What follows belongs to an exercise in optimizing a design on an open flow for small area, a short achievable clock period and few clock cycles per item; a production flow would make more cautious choices. Where RTL was checked, it was by simulation tests only, not by an equivalence proof against the original.

## v6
==> flow/design.v (excerpt) <==
module adc_calibrate_deadzone_detect #(
  parameter int SAMPLE_BITS = adcd_pkg::SAMPLE_BITS
) (
  input  logic                           clk_i,
  input  logic                           rst_ni,
  input  logic                           cfg_we_i,
  input  logic [adcd_pkg::CFG_IDX_W-1:0] cfg_idx_i,
  input  logic [SAMPLE_BITS-1:0]         cfg_data_i,
  input  logic                           in_valid_i,
  output logic                           in_stall_o,
  input  logic [SAMPLE_BITS-1:0]         sample_ch0_i,
  input  logic [SAMPLE_BITS-1:0]         sample_ch1_i,
  input  logic [SAMPLE_BITS-1:0]         sample_ch2_i,
  input  logic [SAMPLE_BITS-1:0]         sample_ch3_i,
  output logic                           out_valid_o,
  input  logic                           out_stall_i,
  output logic [SAMPLE_BITS-1:0]         scaled_ch0_o,
  output logic [SAMPLE_BITS-1:0]         scaled_ch1_o,
  output logic [SAMPLE_BITS-1:0]         scaled_ch2_o,
  output logic [SAMPLE_BITS-1:0]         scaled_ch3_o,
  output logic                           active_o,
  output logic                           neutral_event_o
);
  localparam int CH = adcd_pkg::CHANNELS;
  localparam int NS = adcd_pkg::PIPE_STAGES;
  logic [CH-1:0][SAMPLE_BITS-1:0] min_q;
  logic [SAMPLE_BITS-1:0]         max_q;
  logic [SAMPLE_BITS-1:0]         center_q;
  logic [SAMPLE_BITS-1:0]         dead_q;
  for (genvar ch = 0; ch < CH; ch++) begin : g_min
    always_ff @(posedge clk_i or negedge rst_ni) begin
      if (!rst_ni) begin
        min_q[ch] <= SAMPLE_BITS'(adcd_pkg::min_reset(ch));
      end else if (cfg_we_i &&
                   cfg_idx_i == adcd_pkg::REG_MIN_BASE + adcd_pkg::CFG_IDX_W'(ch)) begin
        min_q[ch] <= cfg_data_i;
      end
    end
  end
  ...
Size: roughly 8000 cells after synthesis, roughly 1200 flip-flops, ~120 I/O pins.
Settings: LEC_CHECK=0, CAP_MARGIN=20, CORE_MARGIN=2, CORE_UTILIZATION=50, SETUP_SLACK_MARGIN=3.6, SLEW_MARGIN=20, TNS_END_PERCENT=5; clock period 6.0 ns.
run.sh (not shown) runs the stock make flow with config.mk's settings and CLKGATE_MAP_FILE= SYNTH_SCRIPT=/design/flow/synth_recipe.tcl, a recipe that flattens the netlist after the stock synthesis.
v6 completed every stage of the flow, and the final layout passed the timing, DRC and antenna checks.
[inputs] v7 vs v6
- removing SETUP_SLACK_MARGIN (formerly 3.6)
- removing TNS_END_PERCENT (formerly 5)
==> comparison <==
- Lower total stage count of the critical path among v6 and v7: v7
- Compared with v6, in v7 hold slack was more or less identical, maximum number of pins on one net before global-route repair moved up, first-pass GRT wire length lost 13000 um, critical path buffer and inverter count saw a decrease, mean number of vias per cell essentially unchanged.
- Utilization in v7 vs v6: down 4.3 points
- On cell area after layout, v7 does better than v6.
Function was not checked in any run of this note: the RTL went through the layout flow alone.

* * *

## wip/harbor
adc_calibrate_deadzone_detect, a different RTL version from the one above (not shown whole).
For scale: ~6,900 cells after synthesis, roughly 870 flip-flops, roughly 0.069 mm^2 of cells after synthesis.
clock: 6.0 ns
lec_check: 0
cap_margin: 5
core_margin: 2
core_utilization: 50
cts_buf_list: sky130_fd_sc_hd__clkbuf_8
setup_slack_margin: 3.2
slew_margin: 5
tns_end_percent: 5
standard.sh (not shown) runs the stock make flow with config.mk's settings and CLKGATE_MAP_FILE= SYNTH_SCRIPT=/design/flow/synth_recipe.tcl, a recipe that flattens the netlist after the stock synthesis.
==> flow/flow/run.sh <==
#!/bin/bash
# The standard layout (the standard.sh, every step unchanged), except that
# buffer_ports uses buf_2 for the port buffers instead of the resizer's default
# pick (a delay cell). The make run's full output goes to flow.log here; ORFS
# keeps each step's own log under orfs/logs.
set -euo pipefail
export BUFFER_PORTS_ARGS="-buffer_cell sky130_fd_sc_hd__buf_2"
bash standard.sh > flow.log 2>&1
Testbench counts of wip/harbor, summed over its fixed seeds: cycles 5,120, items 4,096.
The following lists how wip/indigo was set up differently from wip/harbor:
# wip/harbor
export LEC_CHECK = 0
export CAP_MARGIN = 5
export CORE_MARGIN = 2
export CORE_UTILIZATION = 50
export CTS_BUF_LIST = sky130_fd_sc_hd__clkbuf_8
export SETUP_SLACK_MARGIN = 3.2
export SLEW_MARGIN = 5
export TNS_END_PERCENT = 5
create_clock -name core_clock -period 6.0 [get_ports {clk_i}]
# wip/indigo
export LEC_CHECK = 0
export CAP_MARGIN = 5
export CORE_MARGIN = 2
export CORE_UTILIZATION = 50
export CTS_BUF_LIST = sky130_fd_sc_hd__clkbuf_4
export CTS_CLUSTER_SIZE = 20
export SETUP_SLACK_MARGIN = 3.0
export SLEW_MARGIN = 5
export TNS_END_PERCENT = 5
create_clock -name core_clock -period 6.0 [get_ports {clk_i}]
==> comparison <==
- Utilization after layout delta for wip/indigo relative to wip/harbor: 1.8 points lower
- Re initial core utilization: no difference whatsoever between wip/indigo and wip/harbor.
- Relative to wip/harbor, post-detailed-routing wire length has gone down in wip/indigo.
- wip/indigo and wip/harbor all finish clean.
- For vias after detailed routing, wip/harbor and wip/indigo come out practically identical.
- The setup slack on the worst flop-to-flop path in wip/indigo was lower than what wip/harbor gave.
- Against wip/harbor, setup slack in wip/indigo came out worse.
The following lists how wip/violet was set up differently from wip/indigo:
# wip/indigo
export LEC_CHECK = 0
export CAP_MARGIN = 5
export CORE_MARGIN = 2
export CORE_UTILIZATION = 50
export CTS_BUF_LIST = sky130_fd_sc_hd__clkbuf_4
export CTS_CLUSTER_SIZE = 20
export SETUP_SLACK_MARGIN = 3.0
export SLEW_MARGIN = 5
export TNS_END_PERCENT = 5
create_clock -name core_clock -period 6.0 [get_ports {clk_i}]
# wip/violet
export LEC_CHECK = 0
export CAP_MARGIN = 5
export CORE_MARGIN = 2
export CORE_UTILIZATION = 58
export CTS_BUF_LIST = sky130_fd_sc_hd__clkbuf_8
export PLACE_DENSITY = 0.68
export SETUP_SLACK_MARGIN = 3.3
export SLEW_MARGIN = 5
export TNS_END_PERCENT = 10
create_clock -name core_clock -period 6.0 [get_ports {clk_i}]
==> comparison <==
Going from wip/indigo to wip/violet, the final weighted congestion in routability-driven placement was found to have gone up by 2.9%. Between wip/indigo and wip/violet, the share of flip-flops with an asynchronous set or reset figures differ only marginally. The per-cell via count in the routed design in wip/indigo is 0.949 times that in wip/violet. Delta (wip/violet minus wip/indigo): insertion delay of the later-clocked pin in the worst-skew pair fell by 0.35 ns, final critical-path share of the clock period fell by 5.2 points, non-filler instance count after layout fell by 191. Going from wip/indigo to wip/violet, relative max-transition margin went up 3.6 points; data arrival time of the critical path went up 1.68 ns.

* * *

adc_calibrate_deadzone_detect again, from the RTL that the note above started with.
clock: 6.0 ns
lec_check: 0
cap_margin: 5
core_margin: 2
core_utilization: 50
cts_buf_list: sky130_fd_sc_hd__clkbuf_8
setup_slack_margin: 3.2
slew_margin: 5
tns_end_percent: 1
Scripts as last shown in full above: flow/flow/run.sh
The baseline ran to the end with no violations.
Testbench counts at the start, summed over its fixed seeds: cycles 5,120, items 4,096.
==> next run, changes <==
- SETUP_SLACK_MARGIN: 3.2 -> 3.3
- TNS_END_PERCENT: 1 -> 10
Fmax rose slightly.
Global-route usage rose by 0.59 points.
Synthesized area is unchanged.
Routed wire length rose by a few percent.
Core utilization rose by 2.3 points.
Worst setup slack improves by 0.030 ns.
Clock skew stays flat.
Worst hold slack improves by 0.0074 ns.
Synthesized cell count does not change.
==> next run, changes <==
- SETUP_SLACK_MARGIN: 3.3 -> 2.8
- TNS_END_PERCENT: 10 -> 5
Fmax fell by 6.7%.
Wire length goes down by 5.8%.
Sequential share of layout area climbs by 1.5 points.
Design area shrinks by 5.9%.
Sequential cell count stays the same.
Utilization falls by 3.5 points.
Via count fell by 4.2%.
Clock-buffer cell count does not change.
Critical path depth came out lower by 8.
==> next run, changes <==
- SETUP_SLACK_MARGIN: 2.8 -> 3.3
- TNS_END_PERCENT: 5 -> 30
Effect: The new run finished with timing, DRC and antenna clean. Clock-buffer cell count does not change. Die area does not change. Cell area climbs by 10%. Via count climbs by 6.1%.
==> next run, changes <==
- SETUP_SLACK_MARGIN: 3.3 -> 3.0
- TNS_END_PERCENT: 30 -> 5
What happened: Area after synthesis is unchanged; register-to-register slack degrades by 0.04 ns; routed wire length falls by a few percent; cell area falls by a little under a tenth; worst setup slack improves by 0.025 ns; count of clock-buffer cells in the layout does not change; global-route usage falls by 1.3 points; fmax rises slightly.

* * *

Another version of the RTL of adc_calibrate_deadzone_detect (not shown whole).
For scale: ~6500 cells after synthesis, roughly 1500 flip-flops, roughly 120 I/O pins.
==> flow/config.mk <==
export PLATFORM = sky130hd
export DESIGN_NAME = adc_calibrate_deadzone_detect
export DESIGN_NICKNAME = adc_calibrate_deadzone_detect
export VERILOG_FILES = /design/flow/design.v
export SDC_FILE = /design/flow/constraint.sdc
export NUM_CORES = 4
export LEC_CHECK = 0
export CAP_MARGIN = 20
export CORE_MARGIN = 2
export CORE_UTILIZATION = 40
export SLEW_MARGIN = 20
==> flow/constraint.sdc <==
create_clock -name core_clock -period 6.0 [get_ports {clk_i}]
set_input_delay 1.2000 -clock core_clock [delete_from_list [all_inputs] [get_ports {clk_i}]]
set_output_delay 1.2000 -clock core_clock [all_outputs]
set_load 0.01 [all_outputs]
run.sh (not shown) runs the stock make flow with config.mk's settings and CLKGATE_MAP_FILE= SYNTH_SCRIPT=/design/flow/synth_recipe.tcl, a recipe that flattens the netlist after the stock synthesis.
Stock flow here: none of the scripts above is used.
Rerun with:
Settings changed: CORE_UTILIZATION 40 to 50, SETUP_SLACK_MARGIN set to 3.6.
Outcome: The changed run finished with timing, DRC and antenna clean. Design area went up by 11%. Sequential share of layout area drops by 4.6 points. Clock skew climbs by 14 ps. Count of clock-buffer cells in the layout climbs by 7. Via count rises by 8.3%. Wire length went up by 15%. Setup slack gains 570 ps. Die area came out lower by 20%.
No functional check of the RTL was part of any run of this note.

* * *

adc_calibrate_deadzone_detect, a different RTL version from the one above (not shown whole).
Size in the first run: roughly 6800 cells after synthesis, ~910 flip-flops, ~120 I/O pins, about 73000 um^2 of cells after synthesis.
Settings: LEC_CHECK=0, CAP_MARGIN=20, CORE_MARGIN=2, CORE_UTILIZATION=50, SETUP_SLACK_MARGIN=3.3, SLEW_MARGIN=20, TNS_END_PERCENT=10; clock period 6.0 ns.
standard.sh (not shown) runs the stock make flow with config.mk's settings and CLKGATE_MAP_FILE= SYNTH_SCRIPT=/design/flow/synth_recipe.tcl, a recipe that flattens the netlist after the stock synthesis.
Scripts as last shown in full above: flow/flow/run.sh
The baseline completed without violations.
Testbench counts at the start, summed over its fixed seeds: cycles 5,120, items 4,096.
Change:
==> flow/run.sh (new file) <==
#!/bin/bash
# synth_recipe.tcl (not shown) runs the flow's synth.tcl, then flattens the netlist and writes it again
# the make line also repeats each setting of config.mk as NAME=value (left out here)
make -C /OpenROAD-flow-scripts/flow DESIGN_CONFIG=/design/flow/config.mk WORK_HOME=/design/flow/orfs CLKGATE_MAP_FILE= SYNTH_SCRIPT=/design/flow/synth_recipe.tcl finish
removed: flow/flow/run.sh
removed: flow/standard.sh
Hold slack degrades by 3.1 ps.
Flip-flop and latch count does not change.
Non-clock buffer count went up by 33.
First-iteration DRC count went down by about 3.8%.
Sequential share of layout area went down by 0.60 points.
Routed wire length went up by 0.77%.
Setup slack improves by 120 ps.
Final area went up by 2.1%.
Final cell count went up by 0.34%.
Change:
--- a/flow/config.mk
+++ b/flow/config.mk
@@ -10 +10,2 @@
-export CORE_UTILIZATION = 50
+export CORE_UTILIZATION = 60
+export PLACE_DENSITY = 0.72
What happened:
- The new run finished clean
- core utilization rose by 11 points
- cell area decreases by 1.1%
- die area is lower by 17%
- final cell count fell by 3.3%
- register-to-register slack gets worse by 60 ps
- worst setup slack degrades by 62 ps
Change:
--- a/flow/config.mk
+++ b/flow/config.mk
@@ -8 +8 @@
-export CAP_MARGIN = 20
+export CAP_MARGIN = 5
@@ -10,2 +10,2 @@
-export CORE_UTILIZATION = 60
-export PLACE_DENSITY = 0.72
+export CORE_UTILIZATION = 50
+export CTS_BUF_LIST = sky130_fd_sc_hd__clkbuf_8
@@ -13 +13 @@
-export SLEW_MARGIN = 20
+export SLEW_MARGIN = 5
Result: The new run completed without violations. Design area stays flat. Worst setup slack improved by 49 ps. Flip-flop and latch count stays the same. Non-clock buffer count falls by 17. First-iteration DRC count falls by 23%. Final cell count rises by 4.4%. Global-route usage falls by 4.7 points. Die area rises by 20%.

* * *

## the reference run
adc_calibrate_deadzone_detect, a different RTL version from the one above (not shown whole).
For scale: about 7200 cells after synthesis, about 920 flip-flops, about 120 I/O pins, roughly 73000 µm² of cells after synthesis.
Settings: LEC_CHECK=0, CAP_MARGIN=5, CORE_MARGIN=2, CORE_UTILIZATION=50, CTS_BUF_LIST=sky130_fd_sc_hd__clkbuf_8, SETUP_SLACK_MARGIN=3.3, SLEW_MARGIN=5, TNS_END_PERCENT=10; clock period 6.0 ns.
==> flow/flow/run.sh <==
#!/bin/bash
# The standard layout (the standard.sh, every step unchanged), except that
# buffer_ports uses buf_2 for the port buffers instead of the resizer's default
# pick (a delay cell). The make run's full output goes to flow.log here; ORFS
# keeps each step's own log under orfs/logs.
set -euo pipefail
export BUFFER_PORTS_ARGS="-buffer_cell sky130_fd_sc_hd__buf_2"
bash standard.sh > flow.log 2>&1
> inputs changed (the reference run -> the trial run)
Settings: a change of SETUP_SLACK_MARGIN from 3.3 to 3.5; a change of TNS_END_PERCENT from 10 to 20.
Results
- The trial run: PASS, flow complete, no timing, DRC or antenna violations
- Final cycle utilization of the critical path was higher in the run labelled the reference run.
- Critical path depth across the trial run and the reference run: no real change.
- In the trial run, met3 wire length is higher than in the reference run.
- Summary: final hold slack, the trial run worse than the reference run
- Fraction of area in registers: the trial run and the reference run compared, higher one is the reference run
- Comparing the trial run with the reference run, the longest individual stage delay on the worst path came out essentially unchanged.
- Looking at start point of the critical path, the g_lane[1].u_lane.g_pos[6].genblk1.g_reg.nq_r[1] result is from the trial run; the g_lane[3].u_lane.nk1_q[1] one comes from the reference run.
- Lower clock period minus final worst setup slack among the trial run and the reference run: the trial run
- The share of layout cells above drive strength 1 of the trial run is higher than that of the reference run.
- For the wire length of the first global-routing pass, the trial run came in about 0.6% higher than the reference run did.
No run of this note included a check of the RTL's function; only the layout flow was run.

* * *

sierra:
adc_calibrate_deadzone_detect with an RTL version that a note above also has.
Size in the first run: ~8000 cells after synthesis, roughly 1200 flip-flops, ~120 I/O pins, about 82000 um2 of cells after synthesis.
make LEC_CHECK=0 CAP_MARGIN=20 CORE_MARGIN=2 CORE_UTILIZATION=50 SETUP_SLACK_MARGIN=3.3 SLEW_MARGIN=20 TNS_END_PERCENT=10 finish   # period 6.0 ns
run.sh (not shown) runs the stock make flow with config.mk's settings and CLKGATE_MAP_FILE= SYNTH_SCRIPT=/design/flow/synth_recipe.tcl, a recipe that flattens the netlist after the stock synthesis.
Stock flow here: none of the scripts above is used.
The inputs of yarrow differ from those of sierra as listed below.
- TNS_END_PERCENT: 10 -> unset
==> comparison <==
When yarrow is measured against sierra, its final-stage net count turns out 385 higher.
Clock-buffer cell count (yarrow over sierra): decrease, 4
Compared with sierra, first-pass GRT wire length in yarrow increased by a few percent.
The detailed-router iteration count before antenna repair reported for yarrow is greater than that of sierra by 3.
yarrow vs. sierra: proportion of final cell area spent on non-clock buffers up 3.0 points, count of placed standard cells including taps now sits at about the same level.
In terms of data arrival time at the worst-slack endpoint, yarrow and sierra differ only marginally.
From sierra to yarrow the numbers moved as follows: measured slew at the worst slew-check pin went down by 0.0064 ns.
Between yarrow and sierra, the number of design-rule violations left by the first detailed-router iteration is lower for sierra.
No run of this note included a check of the RTL's function; only the layout flow was run.

## what the ideal ports hide
Ports are ideal in the flow. The routed layouts listed here were re-timed in OpenROAD. Step 1 sets driving cells, clkbuf_16 on the clock port and buf_2 on the other inputs (assumed; they add their load-dependent delay and slew). Step 2 times the ports against the registers' clock, not the clock port: input delays grow and output delays shrink by t, the midpoint of the rising clock arrivals with the driver on. Slacks: ideal ports / drivers / drivers and shift; pairs: ideal ports / drivers.
| run | shift t [ns] | setup WS [ns] | worst setup path at the end | clock arrival spread, ns |
|---|---|---|---|---|
| v6 | 0.857 | 2.804 / 2.774 / 2.354 | input to register | 0.031 / 0.031 |
| v7 | 0.851 | 1.993 / 1.993 / 1.993 | register to register | 0.033 / 0.033 |
| wip/harbor | 0.983 | 2.893 / 2.827 / 2.100 | input to register | 0.055 / 0.056 |
| wip/indigo | 1.312 | 2.539 / 2.462 / 1.974 | input to register | 0.138 / 0.137 |
| wip/violet | 0.983 | 2.849 / 2.849 / 2.002 | input to register | 0.047 / 0.047 |
| the first run of note 3 | 0.989 | 2.857 / 2.816 / 2.071 | input to register | 0.062 / 0.062 |
| the second run of note 3 | 0.976 | 2.887 / 2.845 / 2.233 | input to register | 0.063 / 0.063 |
| the third run of note 3 | 0.986 | 2.663 / 2.589 / 1.969 | input to register | 0.059 / 0.058 |
| the fourth run of note 3 | 0.988 | 2.874 / 2.799 / 2.242 | input to register | 0.068 / 0.067 |
| the fifth run of note 3 | 0.993 | 2.899 / 2.827 / 2.068 | input to register | 0.062 / 0.062 |
| the first run of note 4 | 0.875 | 2.411 / 2.337 / 2.411 | register to register | 0.039 / 0.039 |
| the second run of note 4 | 0.890 | 2.976 / 2.976 / 2.755 | input to register | 0.048 / 0.048 |
| the first run of note 5 | 0.824 | 2.861 / 2.861 / 2.206 | input to register | 0.038 / 0.038 |
| the second run of note 5 | 0.820 | 2.976 / 2.923 / 2.226 | input to register | 0.033 / 0.033 |
| the third run of note 5 | 0.794 | 2.914 / 2.914 / 2.175 | input to register | 0.034 / 0.035 |
| the fourth run of note 5 | 0.974 | 2.963 / 2.956 / 2.045 | input to register | 0.054 / 0.053 |
| the reference run | 0.996 | 2.874 / 2.874 / 2.056 | input to register | 0.049 / 0.049 |
| the trial run | 0.972 | 2.941 / 2.941 / 2.186 | input to register | 0.053 / 0.053 |
| sierra | 0.857 | 2.794 / 2.777 / 2.328 | input to register | 0.032 / 0.032 |
| yarrow | 0.866 | 2.871 / 2.871 / 2.811 | input to register | 0.030 / 0.030 |
After both steps every run listed still meets setup and hold. The setup slack of the fourth run of note 5, which loses most, moves by -0.007 ns with the drivers and by -0.918 ns with both steps.
